This design comes from an exercise in tuning for small area, a short achievable clock period and few clock cycles per item on the open sky130 flow, not from production work. At most, simulation tests tie the RTL to the original design; equivalence was not proved. Function not checked in run 6: the RTL went through the layout flow alone. The flow treats the clock pin as an ideal source, which a real chip does not have. Power is estimated from default activity; no workload was simulated.

==> flow/design.v, too long to show whole: its modules and the start of the top module <==
// module dot8: 3086 lines
// module systolic_mm_top: 86 lines
module systolic_mm_top (
    input  logic                  clk,
    input  logic                  rst,
    input  logic                  in_valid,
    input  logic [8-1:0] in_data,
    output logic                  out_valid,
    output logic [8-1:0] out_data,
    output logic                  busy,
    output logic                  done
);
  // ...
==> flow/flow/run.sh <==
#!/bin/bash
# Standard ORFS layout, except that synthesis skips the "abc -fast" pass of
# yosys synth's fine step (synth -noabc), so extract_fa sees the adder
# logic as written instead of after an ABC remap that flips polarities and
# leaves inverters around the full-adder cells. Everything else is the standard flow's
# standard.sh and synth_recipe.tcl unchanged.
set -euo pipefail
cd "$(dirname "$0")/.."
first='proc synth {args} { yosys synth -nofsm -noshare {*}$args }'
[[ "$(head -1 synth_recipe.tcl)" == "$first" ]] || { echo "unexpected synth_recipe.tcl" >&2; exit 1; }
{ echo 'proc synth {args} { yosys synth -nofsm -noshare -noabc {*}$args }'; tail -n +2 synth_recipe.tcl; } > noabc_synth.tcl
grep -q "SYNTH_SCRIPT=$PWD/synth_recipe.tcl" standard.sh || { echo "unexpected standard.sh" >&2; exit 1; }
sed "s#SYNTH_SCRIPT=$PWD/synth_recipe.tcl#SYNTH_SCRIPT=$PWD/noabc_synth.tcl#; s#^make #make POST_CTS_TCL=$PWD/flow/clock_top.tcl #" standard.sh > noabc_standard.sh
bash noabc_standard.sh > layout.log 2>&1
==> flow/flow/clock_top.tcl <==
# POST_CTS_TCL hook: flatten the top of the clock tree that clock_tree_synthesis
# built. Its leaf buffers (the ones driving flip-flops) are kept as they are;
# the root and branch buffers above them are replaced by four clkbuf_16 roots
# on the clock port, one per quadrant of the leaves, so every flip-flop sees
# two buffers (root, leaf) instead of three. Setup and hold are then repaired
# again as in the CTS step.
set block [ord::get_db_block]
set db [ord::get_db]
set clk_net [$block findNet clk]
set bufmaster [$db findMaster sky130_fd_sc_hd__clkbuf_16]

proc out_net {inst} {
  foreach it [$inst getITerms] {
    if {[$it isOutputSignal]} {
      set n [$it getNet]
      if {$n eq "NULL"} { return "" }
      return $n
    }
  }
  return ""
}
proc is_clkbuf {inst} {
  return [string match "sky130_fd_sc_hd__clkbuf_*" [[$inst getMaster] getName]]
}

# walk the tree from the port
set internal {}
set leaves {}
set frontier [list $clk_net]
while {[llength $frontier]} {
  set net [lindex $frontier 0]
  set frontier [lrange $frontier 1 end]
  foreach it [$net getITerms] {
    if {[$it isOutputSignal]} continue
    set inst [$it getInst]
    set on [out_net $inst]
    if {![is_clkbuf $inst]} {
      if {$on eq ""} {
        # a dummy load that clock_tree_synthesis added for balance
        lappend internal $inst
        continue
      }
      if {$net eq $clk_net} {
        error "clock_top: the clock port drives [$inst getName] directly"
      }
      # a sink on a leaf's net, which also drives buffers
      continue
    }
    set kids_buf 0
    set kids_other 0
    if {$on eq ""} {
      # a dummy load that clock_tree_synthesis added for balance
      lappend internal $inst
      continue
    }
    foreach it2 [$on getITerms] {
      if {[$it2 isOutputSignal]} continue
      if {[is_clkbuf [$it2 getInst]]} { incr kids_buf } else { incr kids_other }
    }
    # a buffer with any flip-flop load is a leaf; buffers below it are
    # moved onto the new roots as well
    if {$kids_other > 0} {
      lappend leaves $inst
    } else {
      lappend internal $inst
    }
    if {$kids_buf > 0} {
      lappend frontier $on
    }
  }
}
puts "clock_top: [llength $leaves] leaf buffers, [llength $internal] buffers above them"

# quadrants by the medians of the leaf positions
set xs {}
set ys {}
foreach l $leaves {
  set bb [$l getBBox]
  lappend xs [expr {([$bb xMin] + [$bb xMax]) / 2}]
  lappend ys [expr {([$bb yMin] + [$bb yMax]) / 2}]
}
set mx [lindex [lsort -integer $xs] [expr {[llength $xs] / 2}]]
set my [lindex [lsort -integer $ys] [expr {[llength $ys] / 2}]]
array set grp {}
foreach l $leaves x $xs y $ys {
  set g [expr {($x >= $mx ? 1 : 0) + ($y >= $my ? 2 : 0)}]
  lappend grp($g) [list $l $x $y]
}

# remove the old upper tree
foreach inst $internal {
  set on [out_net $inst]
  foreach it [$inst getITerms] {
    if {[$it getNet] ne "NULL"} { $it disconnect }
  }
  odb::dbInst_destroy $inst
  if {$on ne "" && $on ne $clk_net} { odb::dbNet_destroy $on }
}

# new roots
foreach g [lsort [array names grp]] {
  set sx 0
  set sy 0
  foreach e $grp($g) { incr sx [lindex $e 1]; incr sy [lindex $e 2] }
  set n [llength $grp($g)]
  set cx [expr {$sx / $n}]
  set cy [expr {$sy / $n}]
  set root [odb::dbInst_create $block $bufmaster "clkroot_${g}_clk"]
  $root setLocation [expr {$cx - [$bufmaster getWidth] / 2}] [expr {$cy - [$bufmaster getHeight] / 2}]
  $root setPlacementStatus PLACED
  set rnet [odb::dbNet_create $block "clknet_root_${g}_clk"]
  $rnet setSigType CLOCK
  [$root findITerm A] connect $clk_net
  [$root findITerm X] connect $rnet
  foreach e $grp($g) {
    set l [lindex $e 0]
    set ai [$l findITerm A]
    $ai disconnect
    $ai connect $rnet
  }
  puts "clock_top: root $g at ($cx, $cy) drives $n leaves"
}

detailed_placement
estimate_parasitics -placement
repair_timing_helper
detailed_placement
check_placement -verbose
estimate_parasitics -placement
report_clock_skew
report_worst_slack
==> flow/standard.sh <==
#!/bin/bash
# synth_recipe.tcl (not shown) runs the flow's synth.tcl, then flattens the netlist and writes it again
# the make line also repeats each setting of config.mk as NAME=value (left out here)
make -C /OpenROAD-flow-scripts/flow DESIGN_CONFIG=/design/flow/config.mk WORK_HOME=/design/flow/orfs CLKGATE_MAP_FILE= SYNTH_SCRIPT=/design/flow/synth_recipe.tcl "${@:-finish}"
==> flow/config.mk <==
export PLATFORM = sky130hd
export DESIGN_NAME = systolic_mm_top
export DESIGN_NICKNAME = systolic_mm_top
export VERILOG_FILES = /design/flow/design.v
export SDC_FILE = /design/flow/constraint.sdc
export NUM_CORES = 4
export LEC_CHECK = 0
export CAP_MARGIN = 20
export CORE_MARGIN = 2
export CORE_UTILIZATION = 70
export CTS_CLUSTER_DIAMETER = 60
export CTS_CLUSTER_SIZE = 30
export SETUP_SLACK_MARGIN = 3.7
export SLEW_MARGIN = 20
==> flow/constraint.sdc <==
create_clock -name core_clock -period 6.0 [get_ports {clk}]
set_input_delay 1.2000 -clock core_clock [delete_from_list [all_inputs] [get_ports {clk}]]
set_output_delay 1.2000 -clock core_clock [all_outputs]
set_load 0.01 [all_outputs]
==> summary.md, run 1 <==
| Metric | Value |
|---|---|
| Status | timing/DRC/antenna clean |
| TNS Setup | 0 ns |
| CP Launch Type | input pin |
| Seq area share | a little over two thirds |
| DR WL met3 | a little under 6 mm |
| R2r endpoint | dot8_inst.r2_s230 |
| Clock period minus worst slack | around 2.3 ns |
| Sw Pwr | 8.21 mW |
| PortBufs | 21 |
| Final WL | 99.8 mm |
| Top Layer Used | met4 |
| Placed Cells incl. Taps | roughly 3,400 |
| Fillers | between 3,000 and 4,000 |
| Crit-path max cell delay | roughly 0.31 ns |
| Initial core utilization | a little over two thirds |
| Cell internal pwr | around 18 mW |
| Routed wire per std cell | about 27 um |
| Std-Cell Core Area | 69,700 sq um |
| Post-DR vias/cell | a little under 6 |
| Max Cap Viol | 0 |
| Drt first pass iters | 6 |
| Comb pwr share | 28.1% |
| GPL Wtd Cong | between 0.8 and 0.9 |
| Critical-path top delay cell | bufbuf_16 |
| Post-synthesis cell count | 2,546 |
| Crit path capture | la[3][36] |
| Logic inverters | 56 |
| Num sequential | approximately 1,400 |
| Clock net power | roughly 5.5 mW |
| Pwr Total | ~26 mW |
| Avg Cell Area, Syn | a little under 20 sq um |
| CP Capture Type | register |
| Final worst slack | 3.69 ns |
| Worst slew pin tran | around 0.76 ns |
| Top power group | sequential cells |
| Final Cycle Share | about two fifths |
| Syn_nets | approximately 2,900 |
| Hold Path Class | reg -> reg |
| Gr busiest metal | met2 |
| Worst-path clk slew | between 0.1 and 0.15 ns |
| Fraction of layout cells with a size suffix above 1 | 10.1% |
| Most used cell, CP | buf_12 |
| Critical Path Start | in_valid |
| Sequential area share after synthesis | around 77% |
| P_leak | between 15 and 20 nW |
Testbench counts, summed over its fixed seeds: cycles 24,072, jobs 128.
==> inputs of run 2 (changes only) <==
--- a/flow/config.mk
+++ b/flow/config.mk
@@ -10,5 +10,5 @@
 export CORE_UTILIZATION = 70
 export CTS_CLUSTER_DIAMETER = 60
 export CTS_CLUSTER_SIZE = 30
-export SETUP_SLACK_MARGIN = 3.7
+export SETUP_SLACK_MARGIN = 3.9
 export SLEW_MARGIN = 20
==> summary.md, run 2 <==
| Metric | Value |
|---|---|
| Die height | 269 um (unchanged) |
| Hold Path Stages | 0 (unchanged) |
| TritonCTS clock tree | built (unchanged) |
| Post-synthesis simple-gate area fraction | 4.64% (unchanged) |
| Top_reg_cell synth | edfxtp_1 (unchanged) |
| Count leader, synth | edfxtp_1 (unchanged) |
| Clk_skew | 0.0376 ns (was 0.0509 ns) |
| Largest regs | bq x512, la x512 (unchanged) |
| Clock latency on the worst-skew pair | 0.50 ns (was 0.51 ns) |
| Critical path cell sequence | buf_12 > buf_4 > nand2_8 > and2_4 > ha_4 > nand3_4 > buf_12 > o21ai_0 > nand2_1 (was clkbuf_4 > and2_4 > nor3_4 > buf_12 > buf_12 > a21o_4 > bufbuf_16) |
| GRT Util Overall | 30.5% (was 28.4%) |
| Commonest cells after routing, fill and taps aside | edfxtp_1 (1,039), nand2_1 (420), fa_1 (365) (was edfxtp_1 (1,039), nand2_1 (423), fa_1 (368)) |
| DRC | 0 (unchanged) |
| Boundary Pins | 22 (unchanged) |
| Post-synth EDFFs | 1,039 (unchanged) |
| Post-Synth XOR/XNOR Area | 1.63% (unchanged) |
| CP Class | in -> reg (unchanged) |
| Total power divided by cell area | 479 nW/um^2 (was 484 nW/um^2) |
| Number of antenna violations at the first check in global routing | 1 (unchanged) |
| Most used cell, CP | buf_12 (unchanged) |
| Largest area contributor in the netlist | edfxtp_1 (unchanged) |
| Distinct cells, synth | 33 (unchanged) |
| Crit path buf inv count | 3 (was 4) |
| Worst VDD drop | 0.000452 V (was 0.000418 V) |
| PortBufs | 21 (unchanged) |
| Synth top cells by count | edfxtp_1 (1,039), nand2_1 (428), fa_1 (368), dfxtp_1 (306), clkbuf_1 (76) (unchanged) |
| Post-synthesis cell count | 2,546 (unchanged) |
| Critical-path top delay cell | and2_4 (was bufbuf_16) |
| Vias in the first global route | 23,400 (was 22,300) |
| Register area | 37,600 sq um (about the same) |
| Final #Nets | 3,223 (was 3,050) |
| CP Capture Type | register (unchanged) |
| Reg2Reg Launch Point | dot8_inst.r8_c399 (was bq[253]) |
| Std-Cell Core Area | 69,700 sq um (unchanged) |
| Final Cycle Share | 38.2% (was 38.6%) |
| Fmax | 437 MHz (was 432 MHz) |
| Min-Delay Endpoint | dot8_inst.r8_r5_c352 (was dot8_inst.r8_r5_r2_pp7_0_0) |
| Clock period minus worst slack | 2.29 ns (was 2.31 ns) |
| Initial core utilization | 70.4% (unchanged) |
| Unrepaired setup endpoints after global routing | yes (unchanged) |
| Async SR Flop Fraction | 0.738% (unchanged) |
| TNS Setup | 0 ns (unchanged) |
| P&R area growth vs syn | 16.0% (was 10.2%) |
| Synthesized cell area | 49,000 sq um (unchanged) |
| Max Cap Viol | 0 (unchanged) |
| Sequential area share after synthesis | 76.6% (unchanged) |
| Multi-input logic area | 11,900 sq um (was 11,600 sq um) |
| Worst hold path startpoint | dot8_inst.r5_c352 (was dot8_inst.r5_r2_pp7_0_0) |
| Ranking of synthesized cells by area | edfxtp_1 (64%), fa_1 (15%), dfxtp_1 (12%) (unchanged) |
| Fraction of layout cells with a size suffix above 1 | 16.5% (was 10.1%) |
| Setup-failing EPs final | 0 (unchanged) |
| Total vias in the final route | 22,800 (was 21,200) |
| Fin cells | 3,809 (was 3,635) |
| Placed Cells incl. Taps | 3,440 (unchanged) |
| CTS Sinks | 1,355 (unchanged) |
| Max-slew violation count | 0 (unchanged) |
| Avg Cell Area, Syn | 19.3 sq um (unchanged) |
| P_leak | 19.7 nW (was 18.4 nW) |
| Routed wire per std cell | 29.8 um (was 27.5 um) |
| Final hold vios | 0 (unchanged) |
| CP Launch Type | input pin (unchanged) |
| Arrival @ worst endpoint | 2.48 ns (was 2.53 ns) |
| Largest net degree at the start of global routing | 53 (was 56) |
| Drt first pass iters | 5 (was 6) |
| CP top delay family | simple AND/OR/NAND/NOR gates (was buffers and inverters) |
| Worst-path clk slew | 0.09 ns (was 0.12 ns) |
| Die span in x | 269 um (unchanged) |
| Mux contribution to synthesized area | 0.184% (unchanged) |
| Initial DRC count | 2,475 (was 2,130) |
| Area fraction in compound gates after synthesis | 0.352% (unchanged) |
| Crit-path max cell delay | 0.19 ns (was 0.31 ns) |
| Most common cell after layout, fill and taps aside | edfxtp_1 (unchanged) |
| First-pass GRT wire length | 154 mm (was 143 mm) |
| R2r setup slk | 3.79 ns (was 3.74 ns) |
| Fillers | 3,366 (was 3,822) |
| Flops & latches, synth | 1,355 (unchanged) |
| Worst slew pin tran | 0.772 ns (was 0.759 ns) |
| Antenna Nets Post-Route | 0 (unchanged) |
| Worst slew margin | 48.6% (was 49.4%) |
| Syn_nets | 2,943 (unchanged) |
| Final WL | 113 mm (was 99.8 mm) |
| Hold Path Class | reg -> reg (unchanged) |
| Worst EP required | 6.19 ns (was 6.21 ns) |
| GPL Wtd Cong | 0.850 (unchanged) |
| Post-DR vias/cell | 5.97 (was 5.84) |
| Synth top area share | 63.6% (unchanged) |
| Grt ovf | 0 (unchanged) |
| Combinational family with the most area after synthesis | adder cells (unchanged) |
| R2r endpoint | dot8_inst.res[7] (was dot8_inst.r2_s230) |
| Crit path max fanout | 8 (was 19) |
| Hpwl dp | 59.9 mm (unchanged) |
| # rows | 97 (unchanged) |
| Post-synthesis adder-cell area fraction | 15.5% (unchanged) |
| Worst R2R Path Depth | 8 (was 3) |
| Fin util | 81.7% (was 77.6%) |
| Status | timing/DRC/antenna clean (unchanged) |
| Die area | 72,200 sq um (unchanged) |
| Synth warn | 3 (unchanged) |
[run 2: cell count changes in the layout (fill, tap and decap cells not counted), moves of 5 or more]
cell | previous run | this run
inv_1 | 54 | 49
clkdlybuf4s50_1 | 9 | 1
dfxtp_1 | 300 | 293
buf_16 | 7 | 22
buf_8 | 1 | 8
a21o_4 | 28 | 37
buf_4 | 44 | 84
clkbuf_16 | 72 | 96
dlygate4sd2_1 | 0 | 8
buf_12 | 9 | 49
dfxtp_2 | 6 | 13
buf_6 | 8 | 53
[run 2: per-layer routing]
metal  track usage [%]  part of all wire [%]  vias up
met1              41.1                    36    11800
li1                  -                     -     9387
met5                 0                     0        -
met3              4.20                   7.5      290
met4              12.4                   5.3        0
met2              51.6                    51     1238
[run 2: power by group]
| part | internal [mW] | switching, mW |
|---|---|---|
| Combinational | 3.96 | 4.43 |
| Sequential | 12.3 | 1.01 |
| Clock | 2.36 | 3.24 |
[run 2: through the flow]
step           hold WS (ns)  total power [mW]  cell area [sq um]  setup slack, ns
2_1_floorplan         0.310              17.6              49100             2.14
3_3_place_gp          0.311              19.9              50300             1.81
3_5_place_dp          0.312              20.3              50300             1.69
5_1_grt               0.341              28.6              56900             3.70
6_report              0.333              27.3              56900             3.71
[run 2: layout make-up, without the clock buffers]
class / count / area share [%]
flip-flops and latches: 1355 / 66.1
multi-input cells: 1089 / 20.8
inverters: 56 / 0.381
clock inverters: 41 / 1.06
plain buffers: 4 / 0.176
repair buffers: 254 / 6.47
diodes: 4 / 0.0176
well taps: 940 / 2.07
[run 2: worst max path at each step]
stage	start	to	depth (start not counted)
floorplan	in_valid	bq[0]	4
global placement	in_valid	la[7][1]	5
detailed placement	in_valid	la[6][10]	5
global route	in_valid	la[7][4]	9
finish	in_valid	lh[1]	9
[run 2: kinds of logic (layout without fill, tap and decap cells)]
kind of cell / after synthesis / in the layout
xor+xnor: 91 / 91
other cells: 0 / 4
fa+ha+maj: 386 / 386
buf+inv: 140 / 421
compound gates: 26 / 58
simple gates: 540 / 546
flops: 1355 / 1355
mux: 8 / 8
[run 2: worst reg2reg max path, delay by kind of cell, from the launching register on]
family / cells / cell delay [ns]
flip-flops: 1 / 0.33
buffers and inverters: 1 / 0.05
XOR/XNOR: 1 / 0.13
AND/OR/NAND/NOR: 1 / 0.42
AO/OA/AOI/OAI: 3 / 0.44
adder cells (fa/ha/maj): 2 / 0.76
==> module systolic_mm_top, before the edit <==
module systolic_mm_top (
    input  logic                  clk,
    input  logic                  rst,
    input  logic                  in_valid,
    input  logic [8-1:0] in_data,
    output logic                  out_valid,
    output logic [8-1:0] out_data,
    output logic                  busy,
    output logic                  done
);
    logic       ld;        
    logic [6:0] icnt;      
    logic       bz;        
    logic       bz_nxt;
    logic       start;
    logic       acc;
    logic [6:0] idx;       
    assign start  = in_valid && (!bz || done);
    assign acc    = in_valid && (ld || start);
    assign idx    = start ? 7'd0 : icnt;
    assign bz_nxt = start || (bz && !done);
    logic [7:0] lh;
    logic [7:0] lcur;
    assign lcur = start ? 8'h01 : lh;
    logic       rm;
    logic [5:0] rc;
    logic       tvr;       
    logic       rm_nxt;
    assign rm_nxt = (acc && idx == 7'd127) || (rm && rc != 6'd56);
    always_ff @(posedge clk or negedge rst) begin
        if (!rst) begin
            ld   <= 1'b0;
            bz   <= 1'b0;
            rm   <= 1'b0;
            tvr  <= 1'b0;
        end else begin
            if (acc) begin
                ld <= (idx != 7'd127);
            end
            bz  <= bz_nxt;
            rm  <= rm_nxt;
            tvr <= acc && idx[6:3] == 4'hf && idx[2:0] != 3'd7;
        end
    end
    always_ff @(posedge clk) begin
        if (acc) begin
            icnt <= idx + 7'd1;
            lh   <= (idx[2:0] == 3'd7) ? lcur : {lcur[6:0], lcur[7]};
        end
        rc   <= rm ? rc + 6'd1 : 6'd0;
        busy <= rst && bz_nxt;   
    end
    logic [63:0]  la [8];   
    logic [511:0] bq;       
    logic [7:0]   aen;
    logic         ben;
    always_comb begin
        for (int m = 0; m < 8; m++) begin
            aen[m] = (acc && !idx[6] && lcur[m]) || (rm && rc[2:0] == 3'd0);
        end
    end
    assign ben = (acc && idx[6]) || rm;
    always_ff @(posedge clk) begin
        for (int m = 0; m < 8; m++) begin
            if (aen[m]) la[m] <= {in_data, la[m][63:8]};
        end
        if (ben) bq <= {(rm ? bq[7:0] : in_data), bq[511:8]};
    end
    logic [63:0] ta;
    logic [63:0] tb;
    for (genvar m = 0; m < 8; m++) begin : g_tap
        assign ta[8*m +: 8] = la[m][7:0];
        assign tb[8*m +: 8] = bq[8*(8*m+7) +: 8];
    end
    dot8 dot8_inst (
        .clk    (clk),
        .rst    (rst),
        .a      (ta),
        .b      (tb),
        .vin    (tvr || rm),
        .lin    (rm && rc == 6'd56),
        .res    (out_data),
        .vout   (out_valid),
        .lout   (done)
    );
endmodule
==> inputs of run 3 (changes only) <==
--- a/flow/design.v
+++ b/flow/design.v
@@ -3142,12 +3142,22 @@
     logic [511:0] bq;       
     logic [7:0]   aen;
     logic         ben;
-    always_comb begin
-        for (int m = 0; m < 8; m++) begin
-            aen[m] = (acc && !idx[6] && lcur[m]) || (rm && rc[2:0] == 3'd0);
+    logic       idle;      
+    logic [7:0] a_ok;      
+    logic       b_ok;      
+    logic       adv;       
+    assign idle = !bz || done;
+    assign adv  = rm && rc[2:0] == 3'd0;
+    assign b_ok = ld && icnt[6];
+    for (genvar m = 0; m < 8; m++) begin : g_aen
+        if (m == 0) begin : g_0
+            assign a_ok[m] = idle || (ld && !icnt[6] && lh[m]);
+        end else begin : g_m
+            assign a_ok[m] = ld && !icnt[6] && lh[m];
         end
+        assign aen[m] = (in_valid && a_ok[m]) || adv;
     end
-    assign ben = (acc && idx[6]) || rm;
+    assign ben = (in_valid && b_ok) || rm;
     always_ff @(posedge clk) begin
         for (int m = 0; m < 8; m++) begin
             if (aen[m]) la[m] <= {in_data, la[m][63:8]};
--- a/flow/config.mk
+++ b/flow/config.mk
@@ -10,5 +10,5 @@
 export CORE_UTILIZATION = 70
 export CTS_CLUSTER_DIAMETER = 60
 export CTS_CLUSTER_SIZE = 30
-export SETUP_SLACK_MARGIN = 3.9
+export SETUP_SLACK_MARGIN = 3.8
 export SLEW_MARGIN = 20
==> summary.md, run 3 <==
| Metric | Value |
|---|---|
| Post-synthesis cell count | 2,543 (was 2,546) |
| Gr busiest metal | met2 (unchanged) |
| Top_reg_cell synth | edfxtp_1 (unchanged) |
| P&R area growth vs syn | 10.3% (was 16.0%) |
| Met1 Usage GRT | 37.3% (was 41.1%) |
| Worst-path clk slew | 0.11 ns (was 0.09 ns) |
| R2r endpoint | dot8_inst.r2_s150 (was dot8_inst.res[7]) |
| Grt ovf | 0 (unchanged) |
| Clock period minus worst slack | 2.23 ns (was 2.29 ns) |
| Hpwl dp | 60.5 mm (was 59.9 mm) |
| Hold Path Stages | 0 (unchanged) |
| TNS Setup | 0 ns (unchanged) |
| Async SR Flop Fraction | 0.738% (unchanged) |
| GRT Util Overall | 27.7% (was 30.5%) |
| Post-synth EDFFs | 1,039 (unchanged) |
| Arrival @ worst endpoint | 2.60 ns (was 2.48 ns) |
| Final Cycle Share | 37.2% (was 38.2%) |
| Number of antenna violations at the first check in global routing | 4 (was 1) |
| Worst hold path startpoint | dot8_inst.r5_c352 (unchanged) |
| Drt first pass iters | 7 (was 5) |
| Commonest cells after routing, fill and taps aside | edfxtp_1 (1,039), nand2_1 (424), fa_1 (367) (was edfxtp_1 (1,039), nand2_1 (420), fa_1 (365)) |
| DP Worst Slack | 2.13 ns (was 1.69 ns) |
| R2r setup slk | 3.77 ns (was 3.79 ns) |
| Unrepaired setup endpoints after global routing | yes (unchanged) |
| Antenna Nets Post-Route | 0 (unchanged) |
| Max Cap Viol | 0 (unchanged) |
| Met2 Resource Use GR | 47.2% (was 51.6%) |
| Die span in x | 269 um (about the same) |
| Synth top cells by count | edfxtp_1 (1,039), nand2_1 (426), fa_1 (368), dfxtp_1 (306), clkbuf_1 (76) (was edfxtp_1 (1,039), nand2_1 (428), fa_1 (368), dfxtp_1 (306), clkbuf_1 (76)) |
| Max-slew violation count | 0 (unchanged) |
| Crit path max fanout | 9 (was 8) |
| CP Capture Type | register (unchanged) |
| Boundary Pins | 22 (unchanged) |
| GR Layer Usage met3 | 3.79% (was 4.20%) |
| Final worst slack | 3.77 ns (was 3.71 ns) |
| Crit-path max cell delay | 0.79 ns (was 0.19 ns) |
| Final #Nets | 3,057 (was 3,223) |
| Flops & latches, synth | 1,355 (unchanged) |
| Final WL | 97.3 mm (was 113 mm) |
| Largest area contributor in the netlist | edfxtp_1 (unchanged) |
| Largest net degree at the start of global routing | 62 (was 53) |
| Critical path cell sequence | nand2_1 > fa_1 > fa_1 (was buf_12 > buf_4 > nand2_8 > and2_4 > ha_4 > nand3_4 > buf_12 > o21ai_0 > nand2_1) |
| CTS Sinks | 1,355 (unchanged) |
| Worst R2R Path Depth | 3 (was 8) |
| Ranking of synthesized cells by area | edfxtp_1 (64%), fa_1 (15%), dfxtp_1 (12%) (unchanged) |
| P_leak | 18.5 nW (was 19.7 nW) |
| Die height | 269 um (about the same) |
| Total vias in the final route | 21,000 (was 22,800) |
| Worst VDD drop | 0.000479 V (was 0.000452 V) |
| Initial core utilization | 70.4% (about the same) |
| DRC | 0 (unchanged) |
| Die area | 72,200 sq um (about the same) |
| Largest regs | bq x512, la x512 (unchanged) |
| Worst slew pin tran | 0.708 ns (was 0.772 ns) |
| Setup-failing EPs final | 0 (unchanged) |
| Syn_nets | 2,940 (was 2,943) |
| Avg Cell Area, Syn | 19.3 sq um (about the same) |
| Hold Path Class | reg -> reg (unchanged) |
| Sequential area share after synthesis | 76.6% (about the same) |
| Min-Delay Endpoint | dot8_inst.r8_r5_c352 (unchanged) |
| Vias in the first global route | 22,100 (was 23,400) |
| Clk_skew | 0.0793 ns (was 0.0376 ns) |
| # rows | 97 (unchanged) |
| Reg2Reg Launch Point | la[2][0] (was dot8_inst.r8_c399) |
| CP Launch Type | register (was input pin) |
| Critical-path top delay cell | fa_1 (was and2_4) |
| Status | timing/DRC/antenna clean (unchanged) |
| Final hold vios | 0 (unchanged) |
| Post-DR vias/cell | 5.77 (was 5.97) |
| Fraction of layout cells with a size suffix above 1 | 10.5% (was 16.5%) |
| TritonCTS clock tree | built (unchanged) |
| Most used cell, CP | fa_1 (was buf_12) |
| Clock latency on the worst-skew pair | 0.53 ns (was 0.50 ns) |
| Crit path buf inv count | 0 (was 3) |
| Worst EP required | 6.36 ns (was 6.19 ns) |
| First-pass GRT wire length | 141 mm (was 154 mm) |
| Initial DRC count | 2,099 (was 2,475) |
| Std-Cell Core Area | 69,700 sq um (unchanged) |
| CP top delay family | adder cells (was simple AND/OR/NAND/NOR gates) |
| Worst slew margin | 52.8% (was 48.6%) |
| Fmax | 448 MHz (was 437 MHz) |
| Routed wire per std cell | 26.7 um (was 29.8 um) |
| CP Class | reg -> reg (was in -> reg) |
| Synth top area share | 63.6% (about the same) |
| Most common cell after layout, fill and taps aside | edfxtp_1 (unchanged) |
| Count leader, synth | edfxtp_1 (unchanged) |
| PortBufs | 21 (unchanged) |
| Synthesized cell area | 49,000 sq um (about the same) |
| Total power divided by cell area | 488 nW/um^2 (was 479 nW/um^2) |
| Distinct cells, synth | 34 (was 33) |
| Synth warn | 3 (unchanged) |
| GPL Wtd Cong | 0.855 (was 0.850) |
## run 3: changes by cell type in the layout (fill, tap and decap cells not counted), moves of 8 or more
cell,change
buf_6,-47
buf_4,-33
buf_12,-28
clkbuf_16,-24
a21o_4,-16
buf_16,-16
clkdlybuf4s50_1,+8
dlygate4sd2_1,-8
## run 3: worst max path at each step
| stage | from | to | slack, ns | cells after the start |
|---|---|---|---|---|
| finish | la[2][0] | dot8_inst.r2_s150 | 3.77 | 3 |
| global route | dot8_inst.r8_r5_c352 | dot8_inst.res[6] | 3.73 | 8 |
| global placement | in_valid | la[2][2] | 2.20 | 5 |
| floorplan | in_valid | bq[0] | 0.47 | 2 |
| detailed placement | in_valid | la[2][1] | 2.13 | 5 |
## run 3: where the power goes
part	internal [mW]	switching, mW
clock network	2.42	3.14
registers	12.3	1.06
logic	3.41	4.06
## run 3: area by class of cell, without the clock buffers
class,count,area [sq um]
Clock inverter,48,647
Multi-Input combinational cell,1070,11500
Sequential cell,1355,37600
Antenna cell,3,7.51
Fill cell,3773,15600
Tap cell,940,1180
Timing Repair Buffer,105,1240
Buffer,4,100
Inverter,57,214
## run 3: cell families (layout without fill, tap and decap cells)
| logic type | Yosys count | in the layout | share of synthesized area (%) |
|---|---|---|---|
| xor+xnor | 91 | 91 | 1.62 |
| flops | 1355 | 1355 | 76.6 |
| other cells | 0 | 3 | 0 |
| simple gates | 534 | 536 | 4.57 |
| mux | 8 | 8 | 0.184 |
| buf+inv | 141 | 281 | 1.10 |
| compound gates | 28 | 49 | 0.431 |
| fa+ha+maj | 386 | 386 | 15.5 |
## run 3: metal layers
metal  up-vias  share of wire [%]
met2       797                 52
li1       9006                  -
met5         -                  0
met3       158                5.6
met4         0                4.0
met1     11100                 38
## run 3: through the flow
step	instances	util, %	total power, mW	cell area [sq um]	hold WS (ns)
floorplan	2543	-	17.8	49100	0.310
global placement	3441	72.3	20.1	50300	0.311
detailed placement	3441	72.3	20.4	50300	0.312
global route	3646	77.7	27.8	54100	0.339
finish	3649	77.7	26.4	54100	0.333
Testbench counts of run 3, summed over its fixed seeds: cycles 24,072, jobs 128.
==> inputs of run 4 (changes only) <==
--- a/flow/config.mk
+++ b/flow/config.mk
@@ -10,5 +10,6 @@
 export CORE_UTILIZATION = 70
 export CTS_CLUSTER_DIAMETER = 60
 export CTS_CLUSTER_SIZE = 30
-export SETUP_SLACK_MARGIN = 3.8
+export SETUP_SLACK_MARGIN = 3.9
 export SLEW_MARGIN = 20
+export TNS_END_PERCENT = 0
==> summary.md, run 4 <==
| Metric | Value |
|---|---|
| Status | timing/DRC/antenna clean (unchanged) |
| Final hold vios | 0 (unchanged) |
| Post-synth EDFFs | 1,039 (unchanged) |
| Fraction of layout cells with a size suffix above 1 | 8.43% (was 10.5%) |
| Hold Path Stages | 0 (unchanged) |
| Post-DR vias/cell | 5.79 (was 5.77) |
| Clk_skew | 0.0588 ns (was 0.0793 ns) |
| Initial core utilization | 70.4% (unchanged) |
| Routed wire per std cell | 26.2 um (was 26.7 um) |
| Crit-path max cell delay | 0.79 ns (about the same) |
| Drt first pass iters | 7 (unchanged) |
| CP top delay family | buffers and inverters (was adder cells) |
| Worst R2R Path Depth | 8 (was 3) |
| Distinct cells, synth | 34 (unchanged) |
| Synth top cells by count | edfxtp_1 (1,039), nand2_1 (426), fa_1 (368), dfxtp_1 (306), clkbuf_1 (76) (unchanged) |
| Ranking of synthesized cells by area | edfxtp_1 (64%), fa_1 (15%), dfxtp_1 (12%) (unchanged) |
| Worst-path clk slew | 0.10 ns (was 0.11 ns) |
| Fin cells | 3,585 (was 3,649) |
| Arrival @ worst endpoint | 2.48 ns (was 2.60 ns) |
| Post-synthesis cell count | 2,543 (unchanged) |
| Synthesized cell area | 49,000 sq um (unchanged) |
| P&R area growth vs syn | 8.26% (was 10.3%) |
| Worst slew pin tran | 0.786 ns (was 0.708 ns) |
| Clock network fraction of total power | 19.6% (was 21.1%) |
| Fin Hold WS | 0.332 ns (was 0.333 ns) |
| Comb pwr share | 28.2% (was 28.3%) |
| Post-synthesis simple-gate area fraction | 4.57% (unchanged) |
| Worst slew margin | 47.6% (was 52.8%) |
| Die area | 72,200 sq um (unchanged) |
| Antenna Nets Post-Route | 0 (unchanged) |
| Crit path buf inv count | 1 (was 0) |
| Area fraction in compound gates after synthesis | 0.431% (unchanged) |
| Fmax | 442 MHz (was 448 MHz) |
| GPL Wtd Cong | 0.881 (was 0.855) |
| Most common cell after layout, fill and taps aside | edfxtp_1 (unchanged) |
| DP Worst Slack | 1.82 ns (was 2.13 ns) |
| Largest net degree at the start of global routing | 86 (was 62) |
| Sw Pwr | 7.95 mW (was 8.25 mW) |
| Synth top area share | 63.6% (unchanged) |
| CTS Sinks | 1,355 (unchanged) |
| Top_reg_cell synth | edfxtp_1 (unchanged) |
| CP Class | in -> reg (was reg -> reg) |
| Count leader, synth | edfxtp_1 (unchanged) |
| TritonCTS clock tree | built (unchanged) |
| CP Capture Type | register (unchanged) |
| Clock period minus worst slack | 2.26 ns (was 2.23 ns) |
| Avg Cell Area, Syn | 19.3 sq um (unchanged) |
| Cell internal pwr | 17.7 mW (was 18.1 mW) |
| TNS Setup | 0 ns (unchanged) |
| Sw Share | 31.0% (was 31.3%) |
| Max-slew violation count | 0 (unchanged) |
| Final #Nets | 3,010 (was 3,057) |
| Finished Cell Area | 53,100 sq um (was 54,100 sq um) |
| Grt ovf | 0 (unchanged) |
| Largest regs | bq x512, la x512 (unchanged) |
| N_diodes | 0 (was 3) |
| Critical path cell sequence | clkdlybuf4s50_1 > mux2_2 (was nand2_1 > fa_1 > fa_1) |
| Unrepaired setup endpoints after global routing | yes (unchanged) |
| # rows | 97 (unchanged) |
| CP Launch Type | input pin (was register) |
| Total power divided by cell area | 484 nW/um^2 (was 488 nW/um^2) |
| Placed Cells incl. Taps | 3,441 (unchanged) |
| Crit path max fanout | 9 (unchanged) |
| Boundary Pins | 22 (unchanged) |
| Die height | 269 um (unchanged) |
| Worst VDD drop | 0.000451 V (was 0.000479 V) |
| PortBufs | 21 (unchanged) |
| DRC | 0 (unchanged) |
| Max Cap Viol | 0 (unchanged) |
| Largest area contributor in the netlist | edfxtp_1 (unchanged) |
| Final WL | 93.9 mm (was 97.3 mm) |
| Hpwl dp | 62.3 mm (was 60.5 mm) |
| Flops & latches, synth | 1,355 (unchanged) |
| Vias in the first global route | 21,600 (was 22,100) |
| Std-Cell Core Area | 69,700 sq um (unchanged) |
| Final worst slack | 3.74 ns (was 3.77 ns) |
| Commonest cells after routing, fill and taps aside | edfxtp_1 (1,039), nand2_1 (424), fa_1 (368) (was edfxtp_1 (1,039), nand2_1 (424), fa_1 (367)) |
| Mux contribution to synthesized area | 0.184% (unchanged) |
| Post-synthesis adder-cell area fraction | 15.5% (unchanged) |
| Worst EP required | 6.22 ns (was 6.36 ns) |
| DP Area | 50,300 sq um (about the same) |
| Async SR Flop Fraction | 0.738% (unchanged) |
| Critical-path top delay cell | clkdlybuf4s50_1 (was fa_1) |
| Final Cycle Share | 37.7% (was 37.2%) |
| First-pass GRT wire length | 138 mm (was 141 mm) |
| Combinational family with the most area after synthesis | adder cells (unchanged) |
| Initial DRC count | 2,017 (was 2,099) |
| Post-Synth XOR/XNOR Area | 1.62% (unchanged) |
| Flop pwr share | 52.2% (was 50.6%) |
| Sequential area share after synthesis | 76.6% (unchanged) |
| Number of antenna violations at the first check in global routing | 2 (was 4) |
| P_leak | 18.0 nW (was 18.5 nW) |
| Fin util | 76.2% (was 77.7%) |
| Die span in x | 269 um (unchanged) |
| Pwr Total | 25.7 mW (was 26.4 mW) |
| Clock latency on the worst-skew pair | 0.50 ns (was 0.53 ns) |
| Total vias in the final route | 20,800 (was 21,000) |
| Worst path depth | 2 (was 3) |
| Hold Path Class | reg -> reg (unchanged) |
| GRT Util Overall | 27.2% (was 27.7%) |
| Syn_nets | 2,940 (unchanged) |
| Setup-failing EPs final | 0 (unchanged) |
| Synth warn | 3 (unchanged) |
## run 4: cell families after synthesis
group | after synthesis
multiplexers | 8
AO/OA/AOI/OAI | 28
flip-flops | 1355
buffers and inverters | 141
AND/OR/NAND/NOR | 534
adder cells (fa/ha/maj) | 386
XOR/XNOR | 91
## run 4: layer usage
layer / vias up / wire [um] / GRT usage [%]
met5: - / 0 / 0
met2: 832 / 48600 / 46.6
met1: 10900 / 36100 / 36.6
met4: 0 / 3460 / 9.16
li1: 8854 / - / -
met3: 166 / 5760 / 3.84
## run 4: area by class of cell, without the clock buffers
type | count | area, sq um
inverter | 57 | 214
timing repair buffer | 74 | 808
sequential | 1355 | 37600
buffer | 4 | 100
fill | 3947 | 16600
clock inverter | 34 | 437
multi-input combinational | 1059 | 11200
tap | 940 | 1180
## run 4: path summary, 6_finish.rpt
kind	from	slack, ns	endpoint
max in group asynchronous	rst	4.59	rm
hold / removal	dot8_inst.r5_c352	0.33	dot8_inst.r8_r5_c352
hold reg to reg	dot8_inst.r5_c352	0.33	dot8_inst.r8_r5_c352
min in group asynchronous	rst	1.06	ld
setup reg to reg	dot8_inst.r8_s397	3.76	dot8_inst.res[6]
setup / recovery	in_data[2]	3.74	bq[506]
## run 4: power by group through the flow
stage	Combinational, mW	Sequential, mW	Clock, mW
floorplan	4.71	13.1	0
global placement	6.72	13.5	0
detailed placement	6.95	13.6	0
global route	8.09	13.6	5.41
finish	7.25	13.4	5.03
## run 4: worst register-to-register path: cells and delay by family, from the launching register on
kind | cells | cell delay (ns)
buf+inv | 1 | 0.05
compound gates | 4 | 0.84
xor+xnor | 1 | 0.13
flops | 1 | 0.33
fa+ha+maj | 2 | 0.81
==> inputs of run 5 (changes only) <==
--- a/flow/config.mk
+++ b/flow/config.mk
@@ -10,6 +10,6 @@
 export CORE_UTILIZATION = 70
 export CTS_CLUSTER_DIAMETER = 60
 export CTS_CLUSTER_SIZE = 30
-export SETUP_SLACK_MARGIN = 3.9
+export SETUP_SLACK_MARGIN = 3.8
 export SLEW_MARGIN = 20
 export TNS_END_PERCENT = 0
==> summary.md, run 5 <==
| Metric | Value |
|---|---|
| Initial core utilization | 70.4% (unchanged) |
| Distinct cells, synth | 34 (unchanged) |
| Worst slew margin | 46.9% (was 47.6%) |
| Synth warn | 3 (unchanged) |
| Async SR Flop Fraction | 0.738% (unchanged) |
| Fmax | 442 MHz (about the same) |
| Die area | 72,200 sq um (unchanged) |
| N_diodes | 0 (unchanged) |
| Final hold vios | 0 (unchanged) |
| Unrepaired setup endpoints after global routing | yes (unchanged) |
| Post-DR vias/cell | 5.80 (was 5.79) |
| First-pass GRT wire length | 138 mm (about the same) |
| Final WL | 93.9 mm (about the same) |
| Initial DRC count | 2,042 (was 2,017) |
| Clock period minus worst slack | 2.26 ns (about the same) |
| Commonest cells after routing, fill and taps aside | edfxtp_1 (1,039), nand2_1 (424), fa_1 (368) (unchanged) |
| Cell internal pwr | 17.7 mW (about the same) |
| Synthesized cell area | 49,000 sq um (unchanged) |
| Synth top cells by count | edfxtp_1 (1,039), nand2_1 (426), fa_1 (368), dfxtp_1 (306), clkbuf_1 (76) (unchanged) |
| Final Cycle Share | 37.7% (about the same) |
| Top Layer Used | met4 (unchanged) |
| Largest regs | bq x512, la x512 (unchanged) |
| Top_reg_cell synth | edfxtp_1 (unchanged) |
| P&R area growth vs syn | 8.19% (was 8.26%) |
| Syn_nets | 2,940 (unchanged) |
| Die span in x | 269 um (unchanged) |
| Clock network fraction of total power | 19.6% (about the same) |
| Crit-path max cell delay | 0.31 ns (was 0.79 ns) |
| Total power divided by cell area | 483 nW/um^2 (was 484 nW/um^2) |
| Hold Path Class | reg -> reg (unchanged) |
| Sw Pwr | 7.94 mW (was 7.95 mW) |
| Antenna Nets Post-Route | 0 (unchanged) |
| Avg Cell Area, Syn | 19.3 sq um (unchanged) |
| CP Class | reg -> out (was in -> reg) |
| Grt ovf | 0 (unchanged) |
| Synth top area share | 63.6% (unchanged) |
| Comb pwr share | 28.1% (was 28.2%) |
| CP Launch Type | register (was input pin) |
| Worst-path clk slew | 0.10 ns (about the same) |
| # rows | 97 (unchanged) |
| Status | timing/DRC/antenna clean (unchanged) |
| Worst EP required | 4.80 ns (was 6.22 ns) |
| Post-synthesis cell count | 2,543 (unchanged) |
| TNS Setup | 0 ns (unchanged) |
| Wire length on met1 | 36.3 mm (was 36.1 mm) |
| Hpwl dp | 62.3 mm (unchanged) |
| Routed wire per std cell | 26.2 um (about the same) |
| Largest area contributor in the netlist | edfxtp_1 (unchanged) |
| Post-synth EDFFs | 1,039 (unchanged) |
| Worst slew pin tran | 0.796 ns (was 0.786 ns) |
| P_leak | 18.0 nW (about the same) |
| DP Area | 50,300 sq um (unchanged) |
| Ranking of synthesized cells by area | edfxtp_1 (64%), fa_1 (15%), dfxtp_1 (12%) (unchanged) |
| Fraction of layout cells with a size suffix above 1 | 7.99% (was 8.43%) |
| Sw Share | 31.0% (about the same) |
| GPL Wtd Cong | 0.881 (unchanged) |
| TritonCTS clock tree | built (unchanged) |
| Most common cell after layout, fill and taps aside | edfxtp_1 (unchanged) |
| Finished Cell Area | 53,100 sq um (about the same) |
| DR WL met3 | 5.73 mm (was 5.76 mm) |
| Final #Nets | 3,006 (was 3,010) |
| Count leader, synth | edfxtp_1 (unchanged) |
| Setup-failing EPs final | 0 (unchanged) |
| Total vias in the final route | 20,800 (about the same) |
| Clk_skew | 0.0555 ns (was 0.0588 ns) |
| Std-Cell Core Area | 69,700 sq um (unchanged) |
| Vias in the first global route | 21,600 (about the same) |
| Number of antenna violations at the first check in global routing | 1 (was 2) |
| CTS Sinks | 1,355 (unchanged) |
| Arrival @ worst endpoint | 1.06 ns (was 2.48 ns) |
| Flop pwr share | 52.3% (was 52.2%) |
| Worst VDD drop | 0.000415 V (was 0.000451 V) |
| Largest net degree at the start of global routing | 86 (unchanged) |
| Sequential area share after synthesis | 76.6% (unchanged) |
| Crit path buf inv count | 1 (unchanged) |
| Flops & latches, synth | 1,355 (unchanged) |
| Wire length on met2 | 48.6 mm (about the same) |
| PortBufs | 21 (unchanged) |
| Boundary Pins | 22 (unchanged) |
| Crit path max fanout | 1 (was 9) |
| CP top delay family | flip-flops (was buffers and inverters) |
| Max Cap Viol | 0 (unchanged) |
| Drt first pass iters | 5 (was 7) |
| CP Capture Type | output port (was register) |
| DRC | 0 (unchanged) |
| Clock latency on the worst-skew pair | 0.50 ns (about the same) |
| Max-slew violation count | 0 (unchanged) |
| Critical-path top delay cell | dfxtp_1 (was clkdlybuf4s50_1) |
| Die height | 269 um (unchanged) |
| Critical path cell sequence | dlygate4sd2_1 (was clkdlybuf4s50_1 > mux2_2) |
| GRT Util Overall | 27.1% (was 27.2%) |
-- run 5: power by group through the flow --
| stage | Clock [mW] | Sequential (mW) | Combinational, mW |
|---|---|---|---|
| 2_1_floorplan | 0 | 13.1 | 4.71 |
| 3_3_place_gp | 0 | 13.5 | 6.72 |
| 3_5_place_dp | 0 | 13.6 | 6.95 |
| 5_1_grt | 5.42 | 13.5 | 8.06 |
| 6_report | 5.03 | 13.4 | 7.21 |
-- run 5: routing by layer --
metal	vias to the layer above	track usage, %
li1	8846	-
met1	11000	36.7
met2	802	46.3
met3	162	3.82
met4	0	8.96
met5	-	0
-- run 5: path summary, 6_finish.rpt --
check | depth (start not counted) | slack [ns] | to | from
max in group asynchronous | 1 | 4.60 | rm | rst
min reg2reg | 0 | 0.33 | dot8_inst.r8_r5_c352 | dot8_inst.r5_c352
min in group asynchronous | 1 | 1.05 | tvr | rst
max | 1 | 3.74 | out_data[6] | dot8_inst.res[6]
min | 0 | 0.33 | dot8_inst.r8_r5_c352 | dot8_inst.r5_c352
max reg2reg | 8 | 3.77 | dot8_inst.res[6] | dot8_inst.r8_s397
-- run 5: through the flow --
step	hold WS (ns)	util (%)	worst slack, ns	total power, mW	cells
floorplan	0.310	-	0.475	17.8	2543
detailed placement	0.312	72.3	1.82	20.5	3441
global route	0.333	76.2	3.68	27.0	3581
global placement	0.314	72.3	1.99	20.2	3441
finish	0.332	76.2	3.74	25.6	3581
-- run 5: cell families (layout without fill, tap and decap cells) --
group / after synthesis / in the layout / share of synthesized area (%)
compound gates: 28 / 38 / 0.431
mux: 8 / 8 / 0.184
flops: 1355 / 1355 / 76.6
simple gates: 534 / 536 / 4.57
buf+inv: 141 / 227 / 1.10
fa+ha+maj: 386 / 386 / 15.5
xor+xnor: 91 / 91 / 1.62
-- run 5: cell type report, without the clock buffers --
cell class                      count  area [sq um]
Sequential cell                  1355         37600
Fill cell                        3962         16600
Multi-Input combinational cell   1059         11200
Tap cell                          940          1180
Timing Repair Buffer               70           774
Clock inverter                     34           437
Inverter                           57           214
Buffer                              4           100
==> inputs of run 6 (changes only) <==
--- a/flow/design.v
+++ b/flow/design.v
@@ -3107,9 +3107,8 @@
     assign acc    = in_valid && (ld || start);
     assign idx    = start ? 7'd0 : icnt;
     assign bz_nxt = start || (bz && !done);
-    logic [7:0] lh;
-    logic [7:0] lcur;
-    assign lcur = start ? 8'h01 : lh;
+    logic [2:0] lnxt;
+    assign lnxt = icnt[2:0] - icnt[5:3];
     logic       rm;
     logic [5:0] rc;
     logic       tvr;       
@@ -3133,7 +3132,6 @@
     always_ff @(posedge clk) begin
         if (acc) begin
             icnt <= idx + 7'd1;
-            lh   <= (idx[2:0] == 3'd7) ? lcur : {lcur[6:0], lcur[7]};
         end
         rc   <= rm ? rc + 6'd1 : 6'd0;
         busy <= rst && bz_nxt;   
@@ -3151,9 +3149,9 @@
     assign b_ok = ld && icnt[6];
     for (genvar m = 0; m < 8; m++) begin : g_aen
         if (m == 0) begin : g_0
-            assign a_ok[m] = idle || (ld && !icnt[6] && lh[m]);
+            assign a_ok[m] = idle || (ld && !icnt[6] && lnxt == 3'd0);
         end else begin : g_m
-            assign a_ok[m] = ld && !icnt[6] && lh[m];
+            assign a_ok[m] = ld && !icnt[6] && lnxt == 3'(m);
         end
         assign aen[m] = (in_valid && a_ok[m]) || adv;
     end
==> summary.md, run 6 <==
| Metric | Value |
|---|---|
| Status | timing/DRC/antenna clean (unchanged) |
| Die area | 71,900 sq um (was 72,200 sq um) |
| Post-DR vias/cell | 5.79 (was 5.80) |
| Syn_nets | 2,922 (was 2,940) |
| CP top delay family | adder cells (was flip-flops) |
| Clk_skew | 0.0288 ns (was 0.0555 ns) |
| Boundary Pins | 22 (unchanged) |
| Avg Cell Area, Syn | 19.4 sq um (was 19.3 sq um) |
| CTS Sinks | 1,347 (was 1,355) |
| Fmax | 395 MHz (was 442 MHz) |
| DRC | 0 (unchanged) |
| Clock period minus worst slack | 2.53 ns (was 2.26 ns) |
| Top_reg_cell synth | edfxtp_1 (unchanged) |
| Largest regs | bq x512, la x512, dot8_inst.res x8 (was bq x512, la x512) |
| Worst slew margin | 43.2% (was 46.9%) |
| Die height | 268 um (was 269 um) |
| R2r endpoint | la[7][34] (was dot8_inst.res[6]) |
| Die span in x | 268 um (was 269 um) |
| Final WL | 95.3 mm (was 93.9 mm) |
| Max Cap Viol | 0 (unchanged) |
| Final #Nets | 3,008 (was 3,006) |
| Critical path cell sequence | ha_4 > fa_2 > xnor2_4 > xor2_4 > buf_12 > o21ai_4 > buf_12 > clkbuf_16 (was dlygate4sd2_1) |
| Largest net degree at the start of global routing | 106 (was 86) |
| Count leader, synth | edfxtp_1 (unchanged) |
| N_diodes | 0 (unchanged) |
| GPL Wtd Cong | 0.888 (was 0.881) |
| Clock latency on the worst-skew pair | 0.49 ns (was 0.50 ns) |
| Final hold vios | 0 (unchanged) |
| Grt ovf | 0 (unchanged) |
| Synth top cells by count | edfxtp_1 (1,031), nand2_1 (407), fa_1 (369), dfxtp_1 (306), xnor2_1 (73) (was edfxtp_1 (1,039), nand2_1 (426), fa_1 (368), dfxtp_1 (306), clkbuf_1 (76)) |
| P&R area growth vs syn | 9.61% (was 8.19%) |
| Commonest cells after routing, fill and taps aside | edfxtp_1 (1,031), nand2_1 (406), fa_1 (368) (was edfxtp_1 (1,039), nand2_1 (424), fa_1 (368)) |
| P_leak | 17.7 nW (was 18.0 nW) |
| Hold Path Class | reg -> reg (unchanged) |
| Post-synth EDFFs | 1,031 (was 1,039) |
| Finished Cell Area | 53,500 sq um (was 53,100 sq um) |
| Arrival @ worst endpoint | 2.75 ns (was 1.06 ns) |
| Routed wire per std cell | 26.6 um (was 26.2 um) |
| First-pass GRT wire length | 140 mm (was 138 mm) |
| Hpwl dp | 60.7 mm (was 62.3 mm) |
| CP Capture Type | register (was output port) |
| Worst EP required | 6.21 ns (was 4.80 ns) |
| Vias in the first global route | 22,200 (was 21,600) |
| Post-synthesis cell count | 2,523 (was 2,543) |
| Most common cell after layout, fill and taps aside | edfxtp_1 (unchanged) |
| CP Launch Type | register (unchanged) |
| Total power divided by cell area | 289 nW/um^2 (was 483 nW/um^2) |
| Setup-failing EPs final | 0 (unchanged) |
| Synth top area share | 63.4% (was 63.6%) |
| Fraction of layout cells with a size suffix above 1 | 8.57% (was 7.99%) |
| Distinct cells, synth | 39 (was 34) |
| Worst-path clk slew | 0.11 ns (was 0.10 ns) |
| Flops & latches, synth | 1,347 (was 1,355) |
| CP Class | reg -> reg (was reg -> out) |
| TNS Setup | 0 ns (unchanged) |
| Drt first pass iters | 5 (unchanged) |
| Fillers | 3,661 (was 3,962) |
| Async SR Flop Fraction | 0.742% (was 0.738%) |
| Ranking of synthesized cells by area | edfxtp_1 (63%), fa_1 (15%), dfxtp_1 (13%) (was edfxtp_1 (64%), fa_1 (15%), dfxtp_1 (12%)) |
| Crit-path max cell delay | 0.45 ns (was 0.31 ns) |
| Final Cycle Share | 42.2% (was 37.7%) |
| GRT Util Overall | 27.6% (was 27.1%) |
| Initial core utilization | 71.0% (was 70.4%) |
| PortBufs | 21 (unchanged) |
| Crit path buf inv count | 3 (was 1) |
| Max-slew violation count | 0 (unchanged) |
| Synth warn | 3 (unchanged) |
| R2r setup slk | 3.47 ns (was 3.77 ns) |
| Number of antenna violations at the first check in global routing | 5 (was 1) |
| Total vias in the final route | 20,700 (was 20,800) |
| Crit path max fanout | 9 (was 1) |
| Unrepaired setup endpoints after global routing | yes (unchanged) |
| Sequential area share after synthesis | 76.4% (was 76.6%) |
| Worst hold path startpoint | dot8_inst.r5_c351 (was dot8_inst.r5_c352) |
| Critical-path top delay cell | edfxtp_1 (was dfxtp_1) |
| Std-Cell Core Area | 68,800 sq um (was 69,700 sq um) |
| Initial DRC count | 2,129 (was 2,042) |
| Worst slew pin tran | 0.853 ns (was 0.796 ns) |
| Reg2Reg Launch Point | icnt[3] (was dot8_inst.r8_s397) |
| Antenna Nets Post-Route | 0 (unchanged) |
| Most used cell, CP | buf_12 |
| Worst R2R Path Depth | 8 (unchanged) |
| Worst VDD drop | 0.000587 V (was 0.000415 V) |
| Largest area contributor in the netlist | edfxtp_1 (unchanged) |
| # rows | 96 (was 97) |
| TritonCTS clock tree | built (unchanged) |
| Hold Path Stages | 0 (unchanged) |
| Synthesized cell area | 48,800 sq um (was 49,000 sq um) |
| DP Area | 50,100 sq um (was 50,300 sq um) |
| Min-Delay Endpoint | dot8_inst.r8_r5_c351 (was dot8_inst.r8_r5_c352) |
run 6: cell count changes after synthesis, sizes merged, moves of 5 or more:
cell	before	now
nand3	14	9
nand2	426	412
o21ai	6	14
edfxtp	1039	1031
a21o	10	1
xnor2	73	78
clkbuf	76	71
run 6: logic make-up after synthesis:
kind of cell | share of synthesized area, %
simple gates | 4.53
compound gates | 0.313
xor+xnor | 1.73
fa+ha+maj | 15.6
flops | 76.4
buf+inv | 1.19
mux | 0.184
run 6: worst max-delay path by stage:
stage / from / to / slack [ns] / cells past startpoint
after floorplan: in_valid / bq[0] / 0.72 / 2
after detailed placement: in_valid / la[1][4] / 1.89 / 6
after global placement: in_valid / la[1][0] / 1.98 / 6
final: icnt[3] / la[7][34] / 3.47 / 8
after global routing: icnt[3] / la[7][52] / 3.41 / 8
run 6: layout make-up, without the clock buffers:
class	count	area, sq um	share of cell area [%]
flip-flops and latches	1347	37300	69.7
clock inverters	41	704	1.32
plain buffers	4	100	0.187
inverters	58	218	0.407
multi-input cells	1041	11200	20.9
repair buffers	91	1170	2.19
well taps	931	1160	2.18
run 6: power by group:
part / total [mW] / switching, mW / internal, mW
Combinational: 0.0243 / 0.0160 / 0.00824
Clock: 5.57 / 3.12 / 2.44
Sequential: 9.89 / 0.000140 / 9.89
Total: 15.5 / 3.14 / 12.3
run 6: worst register-to-register path, stage by stage, from the launching register on:
cell       delay (ns)
edfxtp_1         0.45
ha_4             0.19
fa_2             0.42
xnor2_4          0.31
xor2_4           0.19
buf_12           0.19
o21ai_4          0.17
buf_12           0.16
clkbuf_16        0.17
run 6: metal layers:
layer / share of wire [%] / GRT usage, % / vias up / wire length (um)
li1: - / - / 8811 / -
met4: 4.1 / 10.7 / 0 / 3900
met5: 0 / 0 / - / 0
met3: 6.1 / 4.01 / 198 / 5820
met1: 38 / 36.6 / 10900 / 36300
met2: 52 / 47.0 / 866 / 49200
run 6: through the flow:
stage / worst slack, ns / cells / hold slack (ns) / power [mW] / utilization [%]
final: 3.47 / 3579 / 0.333 / 15.5 / 77.8
after global routing: 3.41 / 3579 / 0.341 / 15.9 / 77.8
after detailed placement: 1.89 / 3413 / 0.312 / 10.1 / 72.9
after floorplan: 0.721 / 2523 / 0.310 / 10.1 / -
after global placement: 1.98 / 3413 / 0.313 / 10.1 / 72.9
==> inputs of run 7 (changes only) <==
--- a/flow/design.v
+++ b/flow/design.v
@@ -3107,8 +3107,9 @@
     assign acc    = in_valid && (ld || start);
     assign idx    = start ? 7'd0 : icnt;
     assign bz_nxt = start || (bz && !done);
-    logic [2:0] lnxt;
-    assign lnxt = icnt[2:0] - icnt[5:3];
+    logic [7:0] lh;
+    logic [7:0] lcur;
+    assign lcur = start ? 8'h01 : lh;
     logic       rm;
     logic [5:0] rc;
     logic       tvr;       
@@ -3132,6 +3133,7 @@
     always_ff @(posedge clk) begin
         if (acc) begin
             icnt <= idx + 7'd1;
+            lh   <= (idx[2:0] == 3'd7) ? lcur : {lcur[6:0], lcur[7]};
         end
         rc   <= rm ? rc + 6'd1 : 6'd0;
         busy <= rst && bz_nxt;   
@@ -3149,9 +3151,9 @@
     assign b_ok = ld && icnt[6];
     for (genvar m = 0; m < 8; m++) begin : g_aen
         if (m == 0) begin : g_0
-            assign a_ok[m] = idle || (ld && !icnt[6] && lnxt == 3'd0);
+            assign a_ok[m] = idle || (ld && !icnt[6] && lh[m]);
         end else begin : g_m
-            assign a_ok[m] = ld && !icnt[6] && lnxt == 3'(m);
+            assign a_ok[m] = ld && !icnt[6] && lh[m];
         end
         assign aen[m] = (in_valid && a_ok[m]) || adv;
     end
--- a/flow/flow/run.sh
+++ b/flow/flow/run.sh
@@ -1,9 +1,16 @@
 #!/bin/bash
-# Standard ORFS layout, except that synthesis skips the "abc -fast" pass of
-# yosys synth's fine step (synth -noabc), so extract_fa sees the adder
-# logic as written instead of after an ABC remap that flips polarities and
-# leaves inverters around the full-adder cells. Everything else is the standard flow's
-# standard.sh and synth_recipe.tcl unchanged.
+# Standard ORFS layout with two changes:
+# - synthesis skips the "abc -fast" pass of yosys synth's fine step
+#   (synth -noabc), so extract_fa sees the adder logic as written instead of
+#   after an ABC remap that flips polarities and leaves inverters around the
+#   full-adder cells; registers come out as in the standard synthesis;
+# - flow/clock_top.tcl runs at the end of the CTS step (POST_CTS_TCL): it keeps
+#   the leaf clock buffers clock_tree_synthesis made and replaces the buffers
+#   above them with four root buffers on the clock port, one per quadrant, so
+#   every flip-flop sees two clock buffers instead of three (lower, balanced
+#   insertion delay), then repairs setup and hold again.
+# Everything else is the standard.sh and synth_recipe.tcl unchanged; the
+# whole make output goes to layout.log, each ORFS step's log to orfs/logs.
 set -euo pipefail
 cd "$(dirname "$0")/.."
 first='proc synth {args} { yosys synth -nofsm -noshare {*}$args }'
--- a/flow/config.mk
+++ b/flow/config.mk
@@ -7,9 +7,9 @@
 export LEC_CHECK = 0
 export CAP_MARGIN = 20
 export CORE_MARGIN = 2
-export CORE_UTILIZATION = 70
+export CORE_UTILIZATION = 65
 export CTS_CLUSTER_DIAMETER = 60
 export CTS_CLUSTER_SIZE = 30
-export SETUP_SLACK_MARGIN = 3.8
+export SETUP_SLACK_MARGIN = 3.85
 export SLEW_MARGIN = 20
 export TNS_END_PERCENT = 0
==> summary.md, run 7 <==
| Metric | Value |
|---|---|
| Flops & latches, synth | 1,355 (was 1,347) |
| Worst R2R Path Depth | 3 (was 8) |
| Clock latency on the worst-skew pair | 0.50 ns (was 0.49 ns) |
| Initial DRC count | 1,954 (was 2,129) |
| Initial core utilization | 65.8% (was 71.0%) |
| Vias in the first global route | 21,500 (was 22,200) |
| Top_reg_cell synth | edfxtp_1 (unchanged) |
| Fmax | 441 MHz (was 395 MHz) |
| GRT Util Overall | 24.2% (was 27.6%) |
| Syn_nets | 2,940 (was 2,922) |
| Sequential area share after synthesis | 76.6% (was 76.4%) |
| Drt first pass iters | 5 (unchanged) |
| Fin Hold WS | 0.332 ns (was 0.333 ns) |
| Die area | 77,700 sq um (was 71,900 sq um) |
| Worst-path clk slew | 0.10 ns (was 0.11 ns) |
| Count leader, synth | edfxtp_1 (unchanged) |
| Final hold vios | 0 (unchanged) |
| Post-DR vias/cell | 5.60 (was 5.79) |
| PortBufs | 21 (unchanged) |
| Largest area contributor in the netlist | edfxtp_1 (unchanged) |
| Worst VDD drop | 0.000325 V (was 0.000587 V) |
| DP Worst Slack | 1.91 ns (was 1.89 ns) |
| Max Cap Viol | 0 (unchanged) |
| Routed wire per std cell | 24.9 um (was 26.6 um) |
| Avg Cell Area, Syn | 19.3 sq um (was 19.4 sq um) |
| Async SR Flop Fraction | 0.738% (was 0.742%) |
| Boundary Pins | 22 (unchanged) |
| Post-synthesis cell count | 2,543 (was 2,523) |
| Multi-input logic area | 11,300 sq um (was 11,200 sq um) |
| Hpwl dp | 61.4 mm (was 60.7 mm) |
| Clk_skew | 0.0423 ns (was 0.0288 ns) |
| Final WL | 90.6 mm (was 95.3 mm) |
| Synth top cells by count | edfxtp_1 (1,039), nand2_1 (426), fa_1 (368), dfxtp_1 (306), clkbuf_1 (76) (was edfxtp_1 (1,031), nand2_1 (407), fa_1 (369), dfxtp_1 (306), xnor2_1 (73)) |
| R2r setup slk | 3.75 ns (was 3.47 ns) |
| Most common cell after layout, fill and taps aside | edfxtp_1 (unchanged) |
| Post-synth EDFFs | 1,039 (was 1,031) |
| Reg2Reg Launch Point | bq[509] (was icnt[3]) |
| CTS Sinks | 1,355 (was 1,347) |
| P_leak | 18.2 nW (was 17.7 nW) |
| Unrepaired setup endpoints after global routing | yes (unchanged) |
| DRC | 0 (unchanged) |
| Worst EP required | 6.13 ns (was 6.21 ns) |
| P&R area growth vs syn | 9.05% (was 9.61%) |
| CP Launch Type | input pin (was register) |
| Max-slew violation count | 0 (unchanged) |
| R2r endpoint | dot8_inst.r2_s185 (was la[7][34]) |
| Status | timing/DRC/antenna clean (unchanged) |
| Synth warn | 3 (unchanged) |
| Ranking of synthesized cells by area | edfxtp_1 (64%), fa_1 (15%), dfxtp_1 (12%) (was edfxtp_1 (63%), fa_1 (15%), dfxtp_1 (13%)) |
| Min-Delay Endpoint | dot8_inst.r8_r5_c352 (was dot8_inst.r8_r5_c351) |
| Arrival @ worst endpoint | 2.39 ns (was 2.75 ns) |
| Distinct cells, synth | 34 (was 39) |
| Largest regs | bq x512, la x512 (was bq x512, la x512, dot8_inst.res x8) |
| Antenna Nets Post-Route | 0 (unchanged) |
| First-pass GRT wire length | 135 mm (was 140 mm) |
| Fraction of layout cells with a size suffix above 1 | 9.29% (was 8.57%) |
| Register area | 37,600 sq um (was 37,300 sq um) |
| Clock period minus worst slack | 2.27 ns (was 2.53 ns) |
| TritonCTS clock tree | built (unchanged) |
| Std-Cell Core Area | 74,600 sq um (was 68,800 sq um) |
| Fin util | 71.7% (was 77.8%) |
| Final Cycle Share | 37.8% (was 42.2%) |
| Hold Path Class | reg -> reg (unchanged) |
| CP Class | in -> reg (was reg -> reg) |
| Die span in x | 279 um (was 268 um) |
| Total vias in the final route | 20,400 (was 20,700) |
| CP Capture Type | register (unchanged) |
| # rows | 100 (was 96) |
| Final worst slack | 3.73 ns (was 3.47 ns) |
| Hold Path Stages | 0 (unchanged) |
| TNS Setup | 0 ns (unchanged) |
| Worst slew pin tran | 0.788 ns (was 0.853 ns) |
| Total power divided by cell area | 481 nW/um^2 (was 289 nW/um^2) |
| Setup-failing EPs final | 0 (unchanged) |
| GPL Wtd Cong | 0.866 (was 0.888) |
| Synthesized cell area | 49,000 sq um (was 48,800 sq um) |
| Grt ovf | 0 (unchanged) |
| Synth top area share | 63.6% (was 63.4%) |
| Crit path max fanout | 75 (was 9) |
| Largest net degree at the start of global routing | 76 (was 106) |
| Commonest cells after routing, fill and taps aside | edfxtp_1 (1,039), nand2_1 (423), fa_1 (367) (was edfxtp_1 (1,031), nand2_1 (406), fa_1 (368)) |
| Number of antenna violations at the first check in global routing | 2 (was 5) |
| Pwr Total | 25.7 mW (was 15.5 mW) |
| Final #Nets | 3,023 (was 3,008) |
| Worst hold path startpoint | dot8_inst.r5_c352 (was dot8_inst.r5_c351) |
| Die height | 279 um (was 268 um) |
| Fillers | 4,602 (was 3,661) |
| Worst slew margin | 47.5% (was 43.2%) |
==> run 7: cell types whose count changed after synthesis, sizes merged, moves of 4 or more <==
cell    before   now
a21o         1    10
buf         12     8
clkbuf      71    76
edfxtp    1031  1039
nand2      412   426
nand3        9    14
o21ai       14     6
xnor2       78    73
xor2        14    18
==> run 7: routing by layer <==
metal	vias up	share of wire, %	track usage (%)
li1	8917	-	-
met1	10800	41	33.5
met2	549	52	41.6
met3	125	4.9	3.12
met4	0	2.8	6.22
met5	-	0	0
==> run 7: area by class of cell, without the clock buffers <==
class / count / area share (%)
inverters: 57 / 0.400
flip-flops and latches: 1355 / 70.3
plain buffers: 4 / 0.187
well taps: 969 / 2.27
diodes: 1 / 0.00468
multi-input cells: 1062 / 21.1
repair buffers: 81 / 1.71
clock inverters: 46 / 1.06
==> run 7: logic make-up (layout without fill, tap and decap cells) <==
| logic type | Yosys count | in the layout | synth area share [%] |
|---|---|---|---|
| AOI/OAI and AO/OA | 28 | 41 | 0.431 |
| xor gates and xnor gates | 91 | 91 | 1.62 |
| adders and majority gates | 386 | 386 | 15.5 |
| buffers and inverters | 141 | 253 | 1.10 |
| DFF | 1355 | 1355 | 76.6 |
| muxes | 8 | 8 | 0.184 |
| other | 0 | 1 | 0 |
| and+or+nand+nor | 534 | 536 | 4.57 |
==> run 7: how the worst max path moves through the flow <==
stage                                     from          endpoint  cells after the start
after floorplan                       in_valid             bq[0]                      2
after detailed placement              in_valid          la[2][2]                      5
after global placement                in_valid         la[1][61]                      5
final                                 in_valid           bq[180]                      5
after global routing      dot8_inst.r8_r5_c352  dot8_inst.res[6]                      9
==> run 7: metrics by stage <==
stage	instance area (sq um)	instances
6_report	53500	3640
5_1_grt	53500	3639
3_5_place_dp	50400	3473
3_3_place_gp	50400	3473
2_1_floorplan	49100	2543
==> run 7: worst max-delay path, stage by stage <==
cell and delay (ns):
clkdlybuf4s15_2 0.25, and3_4 0.23, or2_4 0.16, buf_12 0.16, buf_16 0.31
==> run 7: power by group <==
| group | switching (mW) | internal (mW) |
|---|---|---|
| clock network | 2.99 | 2.27 |
| logic | 3.87 | 3.22 |
| registers | 1.06 | 12.3 |
Testbench counts of run 7, summed over its fixed seeds: cycles 24,072, jobs 128.

## static timing again, ports no longer ideal
In the flow no input, the clock included, has a driving cell. The finished layouts below were timed again as built, in two steps.
Step 1: set_driving_cell puts a clkbuf_16 on clk and a buf_2 on each other input, an assumption about the parent block.
Step 2, shift: input delay + t, output delay - t, t = (earliest + latest rising clock arrival at the registers) / 2. This alone moves slack from input paths to output paths.
Slacks: ideal ports / drivers / drivers and shift; pairs: ideal ports / drivers.
run	t, ns	slack for setup (ns)	clock arrival spread, ns
run 1	0.625	3.686 / 3.730 / 3.172	0.054 / 0.055
run 2	0.621	3.710 / 3.725 / 3.169	0.042 / 0.041
run 3	0.621	3.767 / 3.732 / 3.259	0.086 / 0.087
run 4	0.605	3.739 / 3.710 / 3.241	0.059 / 0.059
run 5	0.609	3.738 / 3.601 / 3.244	0.060 / 0.061
run 6	0.615	3.465 / 3.465 / 3.001	0.035 / 0.036
run 7	0.619	3.735 / 3.718 / 3.231	0.049 / 0.049
After both steps setup and hold are still met in every run listed. The setup slack of run 2, which loses most, moves by +0.015 ns with the drivers and by -0.541 ns with both steps.
